What follows belongs to an exercise in optimizing a design on an open flow for small area; a production flow would make more cautious choices.
The RTL was checked by simulation tests, not by an equivalence proof against the original design.
The flow treats the clock pin as an ideal source, which a real chip does not have.
Power and IR drop assume default switching activity.

==> run K <==
==> flow/design.v <==
module sse_top (
	input  logic                     clk,
	input  logic                     rst,
	input  logic                     clear,
	input  logic                     sample_valid,
	input  logic [31:0]              sample,
	input  logic [31:0]              golden,
	output logic                     busy,
	output logic                     ready,
	output logic [32+16-1:0] status
);
	localparam logic [3:0] S_IDLE = 4'd0;
	localparam logic [3:0] S_CHK  = 4'd1;      
	localparam logic [3:0] S_AL0  = 4'd2;      
	localparam logic [3:0] S_AL   = 4'd3;      
	localparam logic [3:0] S_ADD  = 4'd4;
	localparam logic [3:0] S_NEG  = 4'd5;      
	localparam logic [3:0] S_NORM = 4'd6;
	localparam logic [3:0] S_RND  = 4'd7;
	localparam logic [3:0] S_PRND = 4'd8;      
	localparam logic [3:0] S_SQ0  = 4'd9;
	localparam logic [3:0] S_SQ1  = 4'd10;
	localparam logic [3:0] S_MULA = 4'd11;
	localparam logic [3:0] S_MULS = 4'd12;
	localparam logic [3:0] S_SQF  = 4'd13;
	localparam logic [3:0] S_ACF  = 4'd14;
	localparam logic [3:0] S_YNEG = 4'd15;     
	localparam logic [1:0] P_SUB = 2'd0;
	localparam logic [1:0] P_SQ  = 2'd1;
	localparam logic [1:0] P_ACC = 2'd2;
	localparam logic [1:0] F_KEEP = 2'd0;
	localparam logic [1:0] F_NAN  = 2'd1;
	localparam logic [1:0] F_INF  = 2'd2;
	localparam logic [1:0] F_COMP = 2'd3;
	logic [3:0] state;
	logic [1:0] phase;
	logic [27:0] x;
	logic [26:0] y;
	logic [8:0] e;
	logic [7:0] eb;
	logic effsub, swy, seen;
	logic [4:0] cnt;
	logic [30:0] sum;
	logic [16-1:0] count;
	assign status = {1'b0, sum, count};
	assign busy = (state != S_IDLE);
	wire a_fnz  = |x[25:3];
	wire b_fnz  = |y[25:3];
	wire a_max  = &e[7:0];
	wire b_max  = &eb;
	wire a_zero = ~|e[7:0];
	wire b_zero = ~|eb;
	wire a_nan  = a_max & a_fnz;
	wire b_nan  = b_max & b_fnz;
	wire a_inf  = a_max & ~a_fnz;
	wire b_inf  = b_max & ~b_fnz;
	wire s_max  = &sum[30:23];
	wire s_zero = ~|sum[30:23];
	wire s_nan  = s_max & sum[22];
	logic ag, ax, arnd;
	wire rnd = x[2] & (x[1] | x[0] | x[3]);
	wire [31:0] ym = {8'd0, y[26:3]};     
	logic mb;     
	wire [27:0] opy = {ag & effsub, (y & {27{ag}}) | (x[26:0] & {27{ax}})} | {24'd0, arnd & rnd, 3'd0};
	logic [27:0] addo;
	logic [16:0] ac;
	logic [12:0] ah0, ah1;
	logic [11:0] as0, as1;
	always_comb begin
		ac[0] = 1'b0;
		for (int i = 0; i < 16; i++) begin
			addo[i] = x[i] ^ opy[i] ^ ac[i];
			ac[i+1] = (x[i] & opy[i]) | (x[i] & ac[i]) | (opy[i] & ac[i]);
		end
		ah0[0] = 1'b0;
		ah1[0] = 1'b1;
		for (int i = 0; i < 12; i++) begin
			as0[i] = x[16+i] ^ opy[16+i] ^ ah0[i];
			ah0[i+1] = (x[16+i] & opy[16+i]) | (x[16+i] & ah0[i]) | (opy[16+i] & ah0[i]);
			as1[i] = x[16+i] ^ opy[16+i] ^ ah1[i];
			ah1[i+1] = (x[16+i] & opy[16+i]) | (x[16+i] & ah1[i]) | (opy[16+i] & ah1[i]);
		end
		addo[27:16] = ac[16] ? as1 : as0;
	end
	always_comb begin
		ag = 1'b0;
		ax = 1'b0;
		arnd = 1'b0;
		case (state)
			S_ADD: ag = 1'b1;
			S_RND: arnd = 1'b1;
			S_NORM: ax = !x[27] && !x[26];     
			S_MULA: ag = mb;
			default: ;
		endcase
	end
	logic [8:0] ek;
	wire [8:0] eadd = e + ek;
	always_comb begin
		case (state)
			S_NORM:  ek = x[27] ? 9'd1 : 9'h1ff;
			S_SQ0:   ek = 9'h1c1;     
			default: ek = 9'd1;
		endcase
	end
	wire e_gt = e[7:0] > eb;
	wire e_eq = e[7:0] == eb;
	wire e_ovf = e >= 9'd255;
	logic fin;
	logic [1:0] ftype;
	always_comb begin
		fin = 1'b0;
		ftype = F_KEEP;
		case (state)
			S_CHK: begin
				if (a_nan | b_nan | (a_inf & b_inf & effsub)) begin
					fin = 1'b1;
					ftype = F_NAN;
				end else if (a_inf | b_inf) begin
					fin = 1'b1;
					ftype = F_INF;
				end else if (a_zero & b_zero) begin
					fin = 1'b1;
				end
			end
			S_NORM: begin
				if (!x[27] && !x[26] && (e <= 9'd1 || cnt == 5'd27))
					fin = 1'b1;     
			end
			S_SQ1: begin
				if (!e[8] && e[7]) begin
					fin = 1'b1;
					ftype = F_INF;
				end else if (e[8] || e == 9'd0) begin
					fin = 1'b1;
				end
			end
			S_SQF: begin
				if (e_ovf) begin
					fin = 1'b1;
					ftype = F_INF;
				end else if (s_max) begin
					fin = 1'b1;
				end
			end
			S_ACF: begin
				fin = 1'b1;
				ftype = e_ovf ? F_INF : F_COMP;
			end
			default: ;
		endcase
	end
	logic [16-1:0] cnt_tog;
	always_comb begin
		cnt_tog[0] = fin & ~&count;
		for (int i = 1; i < 16; i++)
			cnt_tog[i] = cnt_tog[i-1] & count[i-1];
	end
	always_ff @(posedge clk) begin
		if (rst) begin
			state <= S_IDLE;
			ready <= 1'b0;
			sum <= '0;
			count <= '0;
		end else begin
			ready <= fin;
			count <= (count ^ cnt_tog) & {16{~clear}};
			if (clear) begin
				sum <= '0;
			end else if (fin) begin
				case (ftype)
					F_NAN:  sum <= 31'h7fc00000;
					F_INF:  if (!s_nan) sum <= 31'h7f800000;
					F_COMP: sum <= {e[7:0], x[25:3]};
					default: ;
				endcase
			end
			if (fin) begin
				state <= S_IDLE;
			end else begin
				case (state)
					S_IDLE: if (sample_valid) state <= S_CHK;
					S_CHK: state <= b_zero ? S_SQ0 : S_AL0;
					S_AL0: state <= S_AL;
					S_AL: if (e_eq || cnt == 5'd27) state <= effsub ? S_YNEG : S_ADD;
					S_YNEG: if (cnt == 5'd26) state <= S_ADD;
					S_ADD: state <= S_NORM;
					S_NEG: if (cnt == 5'd27) state <= S_NORM;
					S_NORM: begin
						if (x[27] & effsub)
							state <= S_NEG;
						else if (x[27] | x[26])
							state <= S_RND;
					end
					S_RND: state <= S_PRND;
					S_PRND: begin
						case (phase)
							P_SUB: state <= S_SQ0;
							P_SQ: state <= S_SQF;
							default: state <= S_ACF;
						endcase
					end
					S_SQ0: state <= S_SQ1;
					S_SQ1: state <= S_MULA;
					S_MULA: state <= S_MULS;
					S_MULS: state <= (cnt == 5'd24) ? S_NORM : S_MULA;
					S_SQF: state <= S_AL0;
					default: state <= S_IDLE;
				endcase
			end
		end
	end
	logic x_ld, x_shr, x_neg;     
	logic y_ld, y_shr, y_neg, y_cp;
	logic e_ld, e_sum, e_eb, e_add, e_dbl;
	logic eb_ld, eb_e;
	logic al_step;
	always_comb begin
		al_step = !e_eq && cnt != 5'd27;
		x_ld = 1'b0;
		x_shr = 1'b0;
		x_neg = 1'b0;
		y_ld = 1'b0;
		y_shr = 1'b0;
		y_neg = 1'b0;
		y_cp = 1'b0;
		e_ld = 1'b0;
		e_sum = 1'b0;
		e_eb = 1'b0;
		e_add = 1'b0;
		e_dbl = 1'b0;
		eb_ld = 1'b0;
		eb_e = 1'b0;
		case (state)
			S_IDLE: begin
				x_ld = 1'b1;
				y_ld = 1'b1;
				e_ld = 1'b1;
				eb_ld = 1'b1;
			end
			S_CHK: x_ld = a_zero;     
			S_AL0: begin
				e_eb = e_gt;
				eb_e = e_gt;
			end
			S_AL: begin
				e_eb = !e_eq && cnt == 5'd27;
				e_add = al_step;
				x_shr = al_step & ~swy;
				y_shr = al_step & swy;
			end
			S_NEG: x_neg = 1'b1;
			S_YNEG: y_neg = 1'b1;
			S_NORM: begin
				if (!(x[27] & effsub)) begin
					x_shr = x[27];
					e_add = x[27] || !x[26];
				end
			end
			S_PRND: begin
				x_shr = x[27];
				e_add = x[27];
			end
			S_SQ0: begin
				y_cp = 1'b1;
				x_ld = 1'b1;     
				e_add = 1'b1;
			end
			S_SQ1: e_dbl = 1'b1;
			S_MULS: x_shr = 1'b1;
			S_SQF: begin
				y_cp = 1'b1;
				eb_e = 1'b1;
				x_ld = 1'b1;
				e_sum = 1'b1;
			end
			default: ;
		endcase
	end
	wire idle = (state == S_IDLE);
	wire sqf = (state == S_SQF);
	wire [27:0] x_ldv = {1'b0, idle | (sqf & ~s_zero),
		(sample[22:0] & {23{idle}}) | (sum[22:0] & {23{sqf}}), 3'b000};
	wire [27:0] x_sh = {x_neg & (x[0] ^ seen), x[27:2], x[1] | (x[0] & ~x_neg)};
	wire [27:0] x_d = (x_ldv & {28{x_ld}}) | (addo & {28{~(x_ld | x_shr | x_neg)}}) | (x_sh & {28{x_shr | x_neg}});
	wire [26:0] y_sh = {y_neg & (y[0] ^ seen), y[26:2], y[1] | (y[0] & ~y_neg)};
	wire [26:0] y_d = ({1'b1, golden[22:0], 3'b000} & {27{y_ld}})
		| (y_sh & {27{y_shr | y_neg}})
		| ({x[26:3], 3'b000} & {27{y_cp}});
	wire [8:0] e_d = ({1'b0, sample[30:23]} & {9{e_ld}})
		| ({1'b0, sum[30:23]} & {9{e_sum}})
		| ({1'b0, eb} & {9{e_eb}})
		| (eadd & {9{e_add}})
		| ({e[7:0], 1'b0} & {9{e_dbl}});
	wire [7:0] eb_d = (golden[30:23] & {8{eb_ld}}) | (e[7:0] & {8{eb_e}});
	always_ff @(posedge clk) begin
		x <= x_d;
		if (y_ld | y_shr | y_neg | y_cp)
			y <= y_d;
		if (e_ld | e_sum | e_eb | e_add | e_dbl)
			e <= e_d;
		if (eb_ld | eb_e)
			eb <= eb_d;
		case (state)
			S_IDLE: begin
				effsub <= ~(sample[31] ^ golden[31]);
				phase <= P_SUB;
			end
			S_AL0: begin
				cnt <= '0;
				swy <= e_gt;
			end
			S_AL: begin
				if (al_step) begin
					cnt <= cnt + 1'b1;
				end else begin
					cnt <= '0;
					seen <= 1'b0;
				end
			end
			S_YNEG: begin
				seen <= seen | y[0];
				cnt <= cnt + 1'b1;
			end
			S_ADD: cnt <= '0;
			S_NEG: begin
				seen <= seen | x[0];
				cnt <= (cnt == 5'd27) ? 5'd0 : cnt + 1'b1;
			end
			S_NORM: begin
				if (x[27] & effsub) begin
					seen <= 1'b0;
					cnt <= '0;
				end else if (!x[27] && !x[26]) begin
					cnt <= cnt + 1'b1;
				end
			end
			S_SQ0: begin
				phase <= P_SQ;
				effsub <= 1'b0;
			end
			S_SQ1: begin
				cnt <= '0;
				mb <= y[3];
			end
			S_MULA: cnt <= cnt + 1'b1;
			S_MULS: begin
				mb <= ym[cnt];
				if (cnt == 5'd24)
					cnt <= '0;
			end
			S_SQF: phase <= P_ACC;
			default: ;
		endcase
	end
endmodule
==> flow/flow/run.sh <==
#!/bin/bash
# The standard layout (standard.sh, unchanged synthesis and flow scripts), with two choices
# passed to ORFS through its own variables:
#  - BUFFER_PORTS_ARGS: port buffers use the smallest buffer cell (buf_1)
#  - CTS_ARGS: no dummy clock loads, and clock tree buffers of one size (clkbuf_8)
# The full make output goes to standard_flow.log in this folder; ORFS's per-step logs stay
# under orfs/logs/.
set -euo pipefail
export BUFFER_PORTS_ARGS="-buffer_cell sky130_fd_sc_hd__buf_1"
export CTS_ARGS="-sink_clustering_enable -repair_clock_nets -dont_use_dummy_load -buf_list sky130_fd_sc_hd__clkbuf_8"
bash standard.sh > standard_flow.log 2>&1
==> flow/standard.sh <==
#!/bin/bash
# synth_recipe.tcl (not shown) runs the flow's synth.tcl, then flattens the netlist and writes it again
# the make line also repeats each setting of config.mk as NAME=value (left out here)
make -C /OpenROAD-flow-scripts/flow DESIGN_CONFIG=/design/flow/config.mk WORK_HOME=/design/flow/orfs CLKGATE_MAP_FILE= SYNTH_SCRIPT=/design/flow/synth_recipe.tcl "${@:-finish}"
==> flow/config.mk <==
export PLATFORM = sky130hd
export DESIGN_NAME = sse_top
export DESIGN_NICKNAME = sse_top
export VERILOG_FILES = /design/flow/design.v
export SDC_FILE = /design/flow/constraint.sdc
export NUM_CORES = 4
export LEC_CHECK = 0
export CAP_MARGIN = 20
export CORE_MARGIN = 2
export CORE_UTILIZATION = 55
export SLEW_MARGIN = 20
==> flow/constraint.sdc <==
create_clock -name core_clock -period 10.0 [get_ports {clk}]
set_input_delay 2.0000 -clock core_clock [delete_from_list [all_inputs] [get_ports {clk}]]
set_output_delay 2.0000 -clock core_clock [all_outputs]
set_load 0.01 [all_outputs]
==> inputs of run E, as changes to run K <==
==> flow/flow/run.sh (replaced) <==
#!/bin/bash
# The standard layout (standard.sh, unchanged synthesis and flow scripts), with choices
# passed to ORFS through its own variables:
#  - BUFFER_PORTS_ARGS: port buffers use the smallest buffer cell (buf_1)
#  - PRE_CTS_TCL: flow/clock_tree.tcl builds a balanced two-level clock tree (10 leaf
#    clkbuf_8 under one clkbuf_16 root) that clock_tree_synthesis then leaves alone
#  - CTS_ARGS: no dummy clock loads
# The full make output goes to standard_flow.log in this folder; ORFS's per-step logs stay
# under orfs/logs/.
set -euo pipefail
export BUFFER_PORTS_ARGS="-buffer_cell sky130_fd_sc_hd__buf_1"
export PRE_CTS_TCL="$(pwd)/flow/clock_tree.tcl"
export CTS_GROUP=14
export CTS_LEAF_CELL=sky130_fd_sc_hd__clkbuf_8
export CTS_ROOT_CELL=sky130_fd_sc_hd__clkbuf_16
export CTS_ARGS="-sink_clustering_enable -repair_clock_nets -dont_use_dummy_load -buf_list sky130_fd_sc_hd__clkbuf_8"
bash standard.sh > standard_flow.log 2>&1
==> flow/flow/clock_tree.tcl (new file) <==
# Run by ORFS's cts step before clock_tree_synthesis (PRE_CTS_TCL).
# Builds a two-level clock tree by hand: the flip-flops are split into groups of at most
# CTS_GROUP by a capacity-limited k-means on their placed locations; each group gets one
# leaf clock buffer at its centre, and one root buffer at the centre of the leaves drives
# the leaves from the clock port. Every flip-flop is two buffers from the port. The nets
# built here are passed to set_cts_config -skip_nets, so TritonCTS leaves them as they are.
set block [ord::get_db_block]
set db [ord::get_db]
set clk_net [$block findNet clk]
set leaf_master [$db findMaster $::env(CTS_LEAF_CELL)]
set root_master [$db findMaster $::env(CTS_ROOT_CELL)]
set cap $::env(CTS_GROUP)

set sinks {}
foreach it [$clk_net getITerms] {
  if {[$it getIoType] ne "INPUT"} { continue }
  set loc [[$it getInst] getLocation]
  lappend sinks [list $it [lindex $loc 0] [lindex $loc 1]]
}
set n [llength $sinks]
set ngroups [expr {int(ceil(double($n) / $cap))}]

# initial groups: strips along x
set per [expr {int(ceil(double($n) / $ngroups))}]
set byx [lsort -integer -index 1 $sinks]
set groups {}
for {set g 0} {$g < $ngroups} {incr g} {
  set part [lrange $byx [expr {$g * $per}] [expr {($g + 1) * $per - 1}]]
  if {[llength $part]} { lappend groups $part }
}

proc centres {groups} {
  set cs {}
  foreach g $groups {
    set sx 0; set sy 0
    foreach s $g { incr sx [lindex $s 1]; incr sy [lindex $s 2] }
    lappend cs [list [expr {$sx / [llength $g]}] [expr {$sy / [llength $g]}]]
  }
  return $cs
}

# capacity-limited k-means: closest (flip-flop, centre) pairs are assigned first
for {set iter 0} {$iter < 12} {incr iter} {
  set cs [centres $groups]
  set pairs {}
  set i 0
  foreach s $sinks {
    set j 0
    foreach c $cs {
      lappend pairs [list [expr {abs([lindex $s 1] - [lindex $c 0]) + abs([lindex $s 2] - [lindex $c 1])}] $i $j]
      incr j
    }
    incr i
  }
  set pairs [lsort -integer -index 0 $pairs]
  set taken [lrepeat $n 0]
  set fill [lrepeat [llength $cs] 0]
  set newg [lrepeat [llength $cs] {}]
  foreach p $pairs {
    set i [lindex $p 1]; set j [lindex $p 2]
    if {[lindex $taken $i] || [lindex $fill $j] >= $cap} { continue }
    lset taken $i 1
    lset fill $j [expr {[lindex $fill $j] + 1}]
    lset newg $j [concat [lindex $newg $j] [list [lindex $sinks $i]]]
  }
  set groups {}
  foreach g $newg { if {[llength $g]} { lappend groups $g } }
}

set root [odb::dbInst_create $block $root_master clk_root_buf]
set rootnet [odb::dbNet_create $block clk_root_net]
$rootnet setSigType CLOCK
set skip [list clk_root_net]
set k 0
set lx 0; set ly 0
foreach g $groups c [centres $groups] {
  set b [odb::dbInst_create $block $leaf_master clk_leaf_buf_$k]
  $b setLocation [lindex $c 0] [lindex $c 1]
  $b setPlacementStatus PLACED
  set net [odb::dbNet_create $block clk_leaf_net_$k]
  $net setSigType CLOCK
  foreach s $g {
    set it [lindex $s 0]
    $it disconnect
    $it connect $net
  }
  [$b findITerm X] connect $net
  [$b findITerm A] connect $rootnet
  lappend skip clk_leaf_net_$k
  incr lx [lindex $c 0]; incr ly [lindex $c 1]
  incr k
}
$root setLocation [expr {$lx / $k}] [expr {$ly / $k}]
$root setPlacementStatus PLACED
[$root findITerm X] connect $rootnet
[$root findITerm A] connect $clk_net
set sizes {}
foreach g $groups { lappend sizes [llength $g] }
puts "clock_tree.tcl: $n flip-flops in $k groups: $sizes"
set_cts_config -skip_nets $skip
CORE_UTILIZATION = 70   (was 55)
PLACE_DENSITY = 0.85   (was not set)
==> inputs of run H, as changes to run K <==
--- a/flow/design.v
+++ b/flow/design.v
@@ -26,3 +26,2 @@
 	localparam logic [3:0] S_ACF  = 4'd14;
-	localparam logic [3:0] S_YNEG = 4'd15;     
 	localparam logic [1:0] P_SUB = 2'd0;
@@ -59,7 +58,7 @@
 	wire s_nan  = s_max & sum[22];
-	logic ag, ax, arnd;
+	logic ag, ax, aiy, acin, arnd;
 	wire rnd = x[2] & (x[1] | x[0] | x[3]);
-	wire [31:0] ym = {8'd0, y[26:3]};     
+	wire [23:0] ym = y[26:3];
 	logic mb;     
-	wire [27:0] opy = {ag & effsub, (y & {27{ag}}) | (x[26:0] & {27{ax}})} | {24'd0, arnd & rnd, 3'd0};
+	wire [27:0] opy = {aiy, ((y & {27{ag}}) | (x[26:0] & {27{ax}})) ^ {27{aiy}}} | {24'd0, arnd & rnd, 3'd0};
 	logic [27:0] addo;
@@ -69,3 +68,3 @@
 	always_comb begin
-		ac[0] = 1'b0;
+		ac[0] = acin;
 		for (int i = 0; i < 16; i++) begin
@@ -87,5 +86,11 @@
 		ax = 1'b0;
+		aiy = 1'b0;
+		acin = 1'b0;
 		arnd = 1'b0;
 		case (state)
-			S_ADD: ag = 1'b1;
+			S_ADD: begin
+				ag = 1'b1;
+				aiy = effsub;
+				acin = effsub;
+			end
 			S_RND: arnd = 1'b1;
@@ -184,4 +189,3 @@
 					S_AL0: state <= S_AL;
-					S_AL: if (e_eq || cnt == 5'd27) state <= effsub ? S_YNEG : S_ADD;
-					S_YNEG: if (cnt == 5'd26) state <= S_ADD;
+					S_AL: if (e_eq || cnt == 5'd27) state <= S_ADD;
 					S_ADD: state <= S_NORM;
@@ -212,4 +216,4 @@
 	end
-	logic x_ld, x_shr, x_neg;     
-	logic y_ld, y_shr, y_neg, y_cp;
+	logic x_ld, x_add, x_shr, x_neg;
+	logic y_ld, y_shr, y_cp;
 	logic e_ld, e_sum, e_eb, e_add, e_dbl;
@@ -220,2 +224,3 @@
 		x_ld = 1'b0;
+		x_add = 1'b0;
 		x_shr = 1'b0;
@@ -224,3 +229,2 @@
 		y_shr = 1'b0;
-		y_neg = 1'b0;
 		y_cp = 1'b0;
@@ -251,4 +255,4 @@
 			end
+			S_ADD: x_add = 1'b1;
 			S_NEG: x_neg = 1'b1;
-			S_YNEG: y_neg = 1'b1;
 			S_NORM: begin
@@ -256,2 +260,3 @@
 					x_shr = x[27];
+					x_add = !x[27] && !x[26];
 					e_add = x[27] || !x[26];
@@ -259,2 +264,3 @@
 			end
+			S_RND: x_add = 1'b1;
 			S_PRND: begin
@@ -269,2 +275,3 @@
 			S_SQ1: e_dbl = 1'b1;
+			S_MULA: x_add = 1'b1;
 			S_MULS: x_shr = 1'b1;
@@ -285,5 +292,4 @@
 	wire [27:0] x_d = (x_ldv & {28{x_ld}}) | (addo & {28{~(x_ld | x_shr | x_neg)}}) | (x_sh & {28{x_shr | x_neg}});
-	wire [26:0] y_sh = {y_neg & (y[0] ^ seen), y[26:2], y[1] | (y[0] & ~y_neg)};
 	wire [26:0] y_d = ({1'b1, golden[22:0], 3'b000} & {27{y_ld}})
-		| (y_sh & {27{y_shr | y_neg}})
+		| ({1'b0, y[26:2], y[1] | y[0]} & {27{y_shr}})
 		| ({x[26:3], 3'b000} & {27{y_cp}});
@@ -297,3 +303,3 @@
 		x <= x_d;
-		if (y_ld | y_shr | y_neg | y_cp)
+		if (y_ld | y_shr | y_cp)
 			y <= y_d;
@@ -312,14 +318,3 @@
 			end
-			S_AL: begin
-				if (al_step) begin
-					cnt <= cnt + 1'b1;
-				end else begin
-					cnt <= '0;
-					seen <= 1'b0;
-				end
-			end
-			S_YNEG: begin
-				seen <= seen | y[0];
-				cnt <= cnt + 1'b1;
-			end
+			S_AL: if (al_step) cnt <= cnt + 1'b1;
 			S_ADD: cnt <= '0;
==> comparison table <==
| quantity | run H | run E | run K |
|---|---|---|---|
| Transition time at the pin with the least slew margin | 1.06 ns | 0.895 ns | 1.00 ns |
| Die area | 16300 sq um | 12600 sq um | 15900 sq um |
| Switching power of the nets | 0.788 mW | 1.14 mW | 1.13 mW |
| Fill cell count | 1330 | 748 | 1265 |
| Clock tree root driver cell | sky130_fd_sc_hd__clkbuf_8 | - | sky130_fd_sc_hd__clkbuf_8 |
| Detailed Route WL | 24.8 mm | 24.5 mm | 24.4 mm |
| Clock period minus final worst setup slack | 9.63 ns | 9.63 ns | 9.56 ns |
| Result of the run | timing/DRC/antenna clean | timing/DRC/antenna clean | timing/DRC/antenna clean |
| Number of vias per cell | 6.61 | 7.29 | 6.66 |
| Number of standard cells in the final layout excluding fillers | 1130 | 1059 | 1107 |
| Worst vdd rail ir drop | 0.102 mV | 0.353 mV | 0.151 mV |
| Clock buffers | 17 | - | 17 |
| Total non-filler cell area in the finished layout | 9220 sq um | 8890 sq um | 9040 sq um |
| Count of different cell masters after synthesis | 71 | 68 | 68 |
| Post-synthesis cell count | 847 | 825 | 825 |
| Setup slack of the most critical reg-to-reg path | 0.37 ns | 0.37 ns | 0.44 ns |
| Endpoint with the worst hold slack | sum[17]$_SDFFE_PP0P_ | sum[4]$_SDFFE_PP0P_ | sum[7]$_SDFFE_PP0P_ |
| Comb_multi_in | 589 | 582 | 582 |
| Die Span X | 128 microns | 112 microns | 126 microns |
| Max stage delay cell, worst path | sky130_fd_sc_hd__or4_1 | sky130_fd_sc_hd__fa_1 | sky130_fd_sc_hd__a2111oi_4 |
| Worst-case headroom to the max-slew limit | 29.1% | 40.2% | 33.2% |
| Sum of internal, switching and leakage power | 1.94 mW | 2.51 mW | 2.54 mW |

port drivers added, routing unchanged:
How much do the figures lean on ideal ports? The routed layouts below were timed once more, with nothing changed but the port constraints.
Step 1: set_driving_cell puts a clkbuf_16 on clk and a buf_2 on each other input, an assumption about the parent block.
Step 2 also shifts input and output timing later by t, the mid clock arrival at the registers, as if the neighbouring blocks saw the same clock.
a / b / c = ideal / step 1 / step 2; a / b = the first two.
run	t, ns	setup WS [ns]	worst register clock-pin slew, ns
run K	0.472	0.444 / 0.444 / 0.444	0.09 / 0.09
run E	0.403	0.375 / 0.375 / 0.375	0.09 / 0.09
run H	0.465	0.370 / 0.370 / 0.370	0.08 / 0.08
After both steps every run listed still meets setup and hold.
